This is an optimization exercise on Yosys and OpenROAD, whose aim is small area, a short achievable clock period and few clock cycles per item, not a production implementation.
RTL that was checked went through simulation tests only; none was proved equivalent to the original.
No activity file was given, so power comes from the tool's default toggle rates.

Setup of build 48:
==> flow/design.v <==
package fcfl_pkg;
   localparam int OFFSET_W = 24;
   localparam int LENGTH_W = 25;
   localparam int SHIFT_W  = 5;
   localparam int CSR_DATA_W = 32;
   localparam int CSR_ADDR_W = 3;
   localparam logic [1:0] KIND_ALLOC    = 2'd0;
   localparam logic [1:0] KIND_FREE     = 2'd1;
   localparam logic [1:0] KIND_FREE_ALL = 2'd2;
   localparam logic [1:0] STATUS_OK     = 2'd0;
   localparam logic [1:0] STATUS_EMPTY  = 2'd1;
   localparam logic [1:0] STATUS_BOUNDS = 2'd2;
   localparam logic REG_BUFFER_LENGTH = 1'b0;
   localparam logic REG_CHUNK_SHIFT   = 1'b1;
   localparam logic [SHIFT_W-1:0] SHIFT_MIN   = 5'd3;
   localparam logic [SHIFT_W-1:0] SHIFT_MAX   = 5'd16;
   localparam logic [SHIFT_W-1:0] SHIFT_RESET = 5'd6;
   localparam logic [1:0] ST_IDLE       = 2'd0;
   localparam logic [1:0] ST_ALLOC_WAIT = 2'd1;
   localparam logic [1:0] ST_SWEEP      = 2'd2;
endpackage
import fcfl_pkg::*;
module fcfl_csr
(
   input  logic                  clock,
   input  logic                  reset,
   input  logic                  csr_psel,
   input  logic                  csr_penable,
   input  logic                  csr_pwrite,
   input  logic [CSR_ADDR_W-1:0] csr_paddr,
   input  logic [CSR_DATA_W-1:0] csr_pwdata,
   output logic [CSR_DATA_W-1:0] csr_prdata,
   output logic                  csr_pready,
   output logic [LENGTH_W-1:0]   cfg_buffer_length,
   output logic [SHIFT_W-1:0]    cfg_chunk_shift
);
   logic [LENGTH_W-1:0] buffer_length_ff, buffer_length_in;
   logic [SHIFT_W-1:0]  chunk_shift_ff, chunk_shift_in;
   logic                wr_en;
   assign csr_pready = 1'b1;
   assign wr_en      = csr_psel && csr_penable && csr_pwrite;
   always_comb begin
      buffer_length_in = buffer_length_ff;
      chunk_shift_in   = chunk_shift_ff;
      if (wr_en) begin
         unique case (csr_paddr[2])
            REG_BUFFER_LENGTH: buffer_length_in = csr_pwdata[LENGTH_W-1:0];
            REG_CHUNK_SHIFT:   chunk_shift_in   = csr_pwdata[SHIFT_W-1:0];
            default:           buffer_length_in = buffer_length_ff;
         endcase
      end
   end
   always_ff @(posedge clock) begin
      if (reset) begin
         buffer_length_ff <= '0;
         chunk_shift_ff   <= SHIFT_RESET;
      end else begin
         buffer_length_ff <= buffer_length_in;
         chunk_shift_ff   <= chunk_shift_in;
      end
   end
   always_comb begin
      unique case (csr_paddr[2])
         REG_BUFFER_LENGTH: csr_prdata = CSR_DATA_W'(buffer_length_ff);
         REG_CHUNK_SHIFT:   csr_prdata = CSR_DATA_W'(chunk_shift_ff);
         default:           csr_prdata = '0;
      endcase
   end
   assign cfg_buffer_length = buffer_length_ff;
   assign cfg_chunk_shift = chunk_shift_ff;
endmodule
import fcfl_pkg::*;
module fcfl_engine
#(
   parameter int MAX_CHUNKS = 256
)(
   input  logic         clock,
   input  logic         reset,
   input  logic [LENGTH_W-1:0] cfg_buffer_length,
   input  logic [SHIFT_W-1:0]  cfg_chunk_shift,
   input  logic                req_valid,
   output logic                req_ready,
   input  logic [1:0]          req_kind,
   input  logic [OFFSET_W-1:0] req_byte_offset,
   output logic                rsp_valid,
   input  logic                rsp_ready,
   output logic [1:0]          rsp_status,
   output logic [OFFSET_W-1:0] rsp_chunk_offset
);
   localparam int IDX_W  = $clog2(MAX_CHUNKS);
   localparam int CNT_W  = IDX_W + 1;
   localparam int WIDE_W = IDX_W + 16;
   logic [SHIFT_W-1:0]  shift;
   assign shift = (cfg_chunk_shift < SHIFT_MIN) ? SHIFT_MIN :
                  (cfg_chunk_shift > SHIFT_MAX) ? SHIFT_MAX : cfg_chunk_shift;
   logic             a_valid_ff;
   logic             a_alloc_ff;    
   logic             a_push_ff;     
   logic             a_bounds_ff;   
   logic             a_fall_ff;     
   logic [IDX_W-1:0] a_idx_ff;
   logic             q0_valid_ff;
   logic             exec;
   logic             accept;
   logic [OFFSET_W-1:0] free_idx;
   logic                free_ok;
   assign exec      = a_valid_ff && (!q0_valid_ff || rsp_ready);
   assign req_ready = !a_valid_ff || !q0_valid_ff || rsp_ready;
   assign accept    = req_valid && req_ready;
   assign free_idx = req_byte_offset >> shift;
   assign free_ok  = ({1'b0, req_byte_offset} < cfg_buffer_length) &&
                     ({1'b0, free_idx} < LENGTH_W'(MAX_CHUNKS));
   always_ff @(posedge clock) begin
      if (reset) begin
         a_valid_ff <= 1'b0;
      end else if (accept) begin
         a_valid_ff <= 1'b1;
      end else if (exec) begin
         a_valid_ff <= 1'b0;
      end
   end
   always_ff @(posedge clock) begin
      if (accept) begin
         a_alloc_ff  <= (req_kind == KIND_ALLOC);
         a_push_ff   <= (req_kind == KIND_FREE) && free_ok;
         a_bounds_ff <= (req_kind == KIND_FREE) && !free_ok;
         a_fall_ff   <= (req_kind == KIND_FREE_ALL);
         a_idx_ff    <= free_idx[IDX_W-1:0];
      end
   end
   logic [IDX_W-1:0] head_ff;
   logic             hv_ff;
   logic [IDX_W-1:0] wm1_ff;     
   logic             vr_ff;      
   logic [CNT_W-1:0] lo_ff;      
   logic [IDX_W-1:0] tail_ff;    
   logic             tv_ff;
   logic [IDX_W-1:0] link_mem [0:MAX_CHUNKS-1];
   logic             head_virgin;
   logic             pend_v_ff;       
   logic [IDX_W-1:0] pend_addr_ff;    
   logic             link_end;
   logic [IDX_W-1:0] head_m1;
   logic [IDX_W-1:0] link_val;
   logic             idx_virgin;
   logic [LENGTH_W-1:0] len_chunks;
   logic [CNT_W-1:0]    new_count;
   logic [WIDE_W-1:0]   alloc_wide;
   assign head_virgin = vr_ff && (head_ff == wm1_ff);
   assign idx_virgin  = vr_ff && ({1'b0, a_idx_ff} >= lo_ff) && (a_idx_ff <= wm1_ff);
   assign head_m1     = head_ff - IDX_W'(1);
   assign link_end    = head_virgin ? (head_ff == '0) : (tv_ff && head_ff == tail_ff);
   assign link_val    = head_virgin ? head_m1 : link_mem[head_ff];
   logic [CNT_W-1:0] count_ff;
   assign len_chunks = cfg_buffer_length >> shift;
   assign new_count  = (len_chunks > LENGTH_W'(MAX_CHUNKS)) ? CNT_W'(MAX_CHUNKS)
                                                            : len_chunks[CNT_W-1:0];
   always_ff @(posedge clock) begin
      count_ff <= new_count;
   end
   assign alloc_wide = WIDE_W'(head_ff) << shift;
   logic                do_alloc, do_free, do_free_all;
   logic [1:0]          new_status;
   logic [OFFSET_W-1:0] new_offset;
   assign do_alloc    = exec && a_alloc_ff && hv_ff;
   assign do_free     = exec && a_push_ff;
   assign do_free_all = exec && a_fall_ff;
   always_comb begin
      new_status = STATUS_OK;
      new_offset = '0;
      if (a_alloc_ff) begin
         if (hv_ff) new_offset = OFFSET_W'(alloc_wide);
         else       new_status = STATUS_EMPTY;
      end else if (a_bounds_ff) begin
         new_status = STATUS_BOUNDS;
      end
   end
   always_ff @(posedge clock) begin
      if (reset) begin
         hv_ff <= 1'b0;
         vr_ff <= 1'b0;
         tv_ff <= 1'b0;
      end else if (do_alloc) begin
         hv_ff <= !link_end;
         if (head_virgin) vr_ff <= ({1'b0, head_ff} > lo_ff);
      end else if (do_free) begin
         hv_ff <= 1'b1;
         if (idx_virgin) vr_ff <= (a_idx_ff < wm1_ff);
         if (!hv_ff) tv_ff <= 1'b1;
         else if (a_idx_ff == tail_ff) tv_ff <= 1'b0;
      end else if (do_free_all) begin
         hv_ff <= (count_ff != '0);
         vr_ff <= (count_ff != '0);
         tv_ff <= 1'b0;
      end
   end
   always_ff @(posedge clock) begin
      if (do_alloc) begin
         head_ff <= link_val;
         if (head_virgin) wm1_ff <= head_m1;
      end else if (do_free) begin
         head_ff <= a_idx_ff;
         if (!hv_ff) tail_ff <= a_idx_ff;
         if (idx_virgin) lo_ff <= {1'b0, a_idx_ff} + CNT_W'(1);
      end else if (do_free_all) begin
         head_ff <= IDX_W'(count_ff - CNT_W'(1));
         wm1_ff  <= IDX_W'(count_ff - CNT_W'(1));
         lo_ff   <= '0;
      end
   end
   logic             mem_wr_en;
   logic [IDX_W-1:0] mem_wr_addr;
   logic [IDX_W-1:0] mem_wr_data;
   assign mem_wr_en   = do_free || pend_v_ff;
   assign mem_wr_addr = do_free ? a_idx_ff : pend_addr_ff;
   assign mem_wr_data = do_free ? head_ff : (pend_addr_ff - IDX_W'(1));
   always_ff @(posedge clock) begin
      if (reset) begin
         pend_v_ff <= 1'b0;
      end else if (do_alloc && head_virgin) begin
         pend_v_ff <= (head_ff != '0);
      end else if (do_free) begin
         if (a_idx_ff == pend_addr_ff) pend_v_ff <= 1'b0;
      end else begin
         pend_v_ff <= 1'b0;
      end
   end
   always_ff @(posedge clock) begin
      if (do_alloc && head_virgin) begin
         pend_addr_ff <= head_ff;
      end
   end
   always_ff @(posedge clock) begin
      if (mem_wr_en) begin
         link_mem[mem_wr_addr] <= mem_wr_data;
      end
   end
   logic [1:0]          q0_status_ff;
   logic [OFFSET_W-1:0] q0_offset_ff;
   always_ff @(posedge clock) begin
      if (reset) begin
         q0_valid_ff <= 1'b0;
      end else if (exec) begin
         q0_valid_ff <= 1'b1;
      end else if (rsp_ready) begin
         q0_valid_ff <= 1'b0;
      end
   end
   always_ff @(posedge clock) begin
      if (exec) begin
         q0_status_ff <= new_status;
         q0_offset_ff <= new_offset;
      end
   end
   assign rsp_valid        = q0_valid_ff;
   assign rsp_status       = q0_status_ff;
   assign rsp_chunk_offset = q0_offset_ff;
endmodule
import fcfl_pkg::*;
module fixed_chunk_free_list
#(
   parameter int MAX_CHUNKS = 256
)(
   input  logic                  clock,
   input  logic                  reset,
   input  logic                  req_valid,
   output logic                  req_ready,
   input  logic [1:0]            req_kind,
   input  logic [OFFSET_W-1:0]   req_byte_offset,
   output logic                  rsp_valid,
   input  logic                  rsp_ready,
   output logic [1:0]            rsp_status,
   output logic [OFFSET_W-1:0]   rsp_chunk_offset,
   input  logic                  csr_psel,
   input  logic                  csr_penable,
   input  logic                  csr_pwrite,
   input  logic [CSR_ADDR_W-1:0] csr_paddr,
   input  logic [CSR_DATA_W-1:0] csr_pwdata,
   output logic [CSR_DATA_W-1:0] csr_prdata,
   output logic                  csr_pready
);
   logic [LENGTH_W-1:0] cfg_buffer_length;
   logic [SHIFT_W-1:0]  cfg_chunk_shift;
   fcfl_csr u_csr (
      .clock       (clock),
      .reset       (reset),
      .csr_psel    (csr_psel),
      .csr_penable (csr_penable),
      .csr_pwrite  (csr_pwrite),
      .csr_paddr   (csr_paddr),
      .csr_pwdata  (csr_pwdata),
      .csr_prdata  (csr_prdata),
      .csr_pready  (csr_pready),
      .cfg_buffer_length (cfg_buffer_length),
      .cfg_chunk_shift   (cfg_chunk_shift)
   );
   fcfl_engine #(
      .MAX_CHUNKS (MAX_CHUNKS)
   ) u_engine (
      .clock  (clock),
      .reset  (reset),
      .cfg_buffer_length (cfg_buffer_length),
      .cfg_chunk_shift   (cfg_chunk_shift),
      .req_valid        (req_valid),
      .req_ready        (req_ready),
      .req_kind         (req_kind),
      .req_byte_offset  (req_byte_offset),
      .rsp_valid        (rsp_valid),
      .rsp_ready        (rsp_ready),
      .rsp_status       (rsp_status),
      .rsp_chunk_offset (rsp_chunk_offset)
   );
endmodule
Settings: LEC_CHECK=0, CAP_MARGIN=20, CORE_MARGIN=2, CORE_UTILIZATION=70, CTS_CLUSTER_DIAMETER=60, CTS_CLUSTER_SIZE=30, SETUP_SLACK_MARGIN=3.0, SLEW_MARGIN=20, TNS_END_PERCENT=5; clock period 6.0 ns.
run.sh (not shown) runs the stock make flow with config.mk's settings and CLKGATE_MAP_FILE= SYNTH_SCRIPT=/design/flow/synth_recipe.tcl, a recipe that flattens the netlist after the stock synthesis.
In summary, build 48 completed successfully, with a layout that passed the timing, design-rule and antenna checks.
Testbench counts of build 48, summed over its fixed seeds: cycles 9,640, items 9,624.
### build 48 -> trial 59
-- flow/design.v --
<<< build 48, line 151
   assign head_m1     = head_ff - IDX_W'(1);
   assign link_end    = head_virgin ? (head_ff == '0) : (tv_ff && head_ff == tail_ff);
   assign link_val    = head_virgin ? head_m1 : link_mem[head_ff];
   logic [CNT_W-1:0] count_ff;
   assign len_chunks = cfg_buffer_length >> shift;
>>> trial 59, line 151
   assign head_m1     = head_ff - IDX_W'(1);
   assign link_end    = head_virgin ? (head_ff == '0) : (tv_ff && head_ff == tail_ff);
   logic [IDX_W-1:0] raddr_lo_ff, raddr_hi_ff;
   logic [IDX_W-1:0] rd_lo, rd_hi;
   assign rd_lo    = link_mem[raddr_lo_ff];
   assign rd_hi    = link_mem[raddr_hi_ff];
   assign link_val = head_virgin ? head_m1 : {rd_hi[IDX_W-1:IDX_W/2], rd_lo[IDX_W/2-1:0]};
   logic [CNT_W-1:0] count_ff;
   assign len_chunks = cfg_buffer_length >> shift;
<<< build 48, line 193
         vr_ff <= (count_ff != '0);
         tv_ff <= 1'b0;
      end
   end
>>> trial 59, line 197
         vr_ff <= (count_ff != '0);
         tv_ff <= 1'b0;
      end
   end
   always_ff @(posedge clock) begin
      if (reset) begin
         raddr_lo_ff <= '0;
         raddr_hi_ff <= '1;
      end else if (do_alloc) begin
         raddr_lo_ff <= link_val;
         raddr_hi_ff <= link_val;
      end else if (do_free) begin
         raddr_lo_ff <= a_idx_ff;
         raddr_hi_ff <= a_idx_ff;
      end else if (do_free_all) begin
         raddr_lo_ff <= IDX_W'(count_ff - CNT_W'(1));
         raddr_hi_ff <= IDX_W'(count_ff - CNT_W'(1));
      end
   end
### Flow results
No stage failed in trial 59, and the final checks on the layout all came back clean.
The initial cell density of the core on trial 59 is in line with that on build 48.
Diff build 48 -> trial 59: met3 layer usage reported by global route went up, die area shows no meaningful change.
On wire length of the first global-routing pass: trial 59 sits above build 48.
Share of cell area taken by multi-input logic gates (lower): trial 59
Looking at met1 track demand over resource, trial 59 sits 1.4 points above build 48.
Build 48 → trial 59: maximum frequency fell by 1.3%, sequential fraction of total cell area decreased by 0.31 points relative to the old numbers.
Summary of trial 59 over build 48: final instance area up about 1.3%; post-cts gate resize count went down 88; routed metal-1 wire length climbed about 2%; sequential cell count higher.
Compared with build 48, in trial 59 final clock period utilization by the worst path moved up, total power moved down.
Function not checked in trial 59: the RTL went through the layout flow alone.

separate check: timing with driven ports:
The results above use ideal ports. As a check the final layouts listed here were re-extracted and re-timed, cells and wires unchanged.
Step 1 sets driving cells, clkbuf_16 on the clock port and buf_2 on the other inputs (assumed; they add their load-dependent delay and slew).
Step 2 moves the port delays by t, midway between the first and last clock arrival at a register: inputs arrive t later, outputs are due t later. That takes back most of the time a late clock gives input paths.
Slacks: ideal / step 1 / step 2; pairs: ideal / step 1.
run | t, ns | setup slack, ns | worst register clock-pin slew, ns
build 48 | 0.881 | 2.579 / 2.579 / 1.780 | 0.11 / 0.11
trial 59 | 0.883 | 2.533 / 2.533 / 2.091 | 0.10 / 0.10
After both steps every run listed still meets setup and hold. For build 48, which loses most, drivers alone change the setup slack by 0.000 ns; drivers and shift together by -0.799 ns.
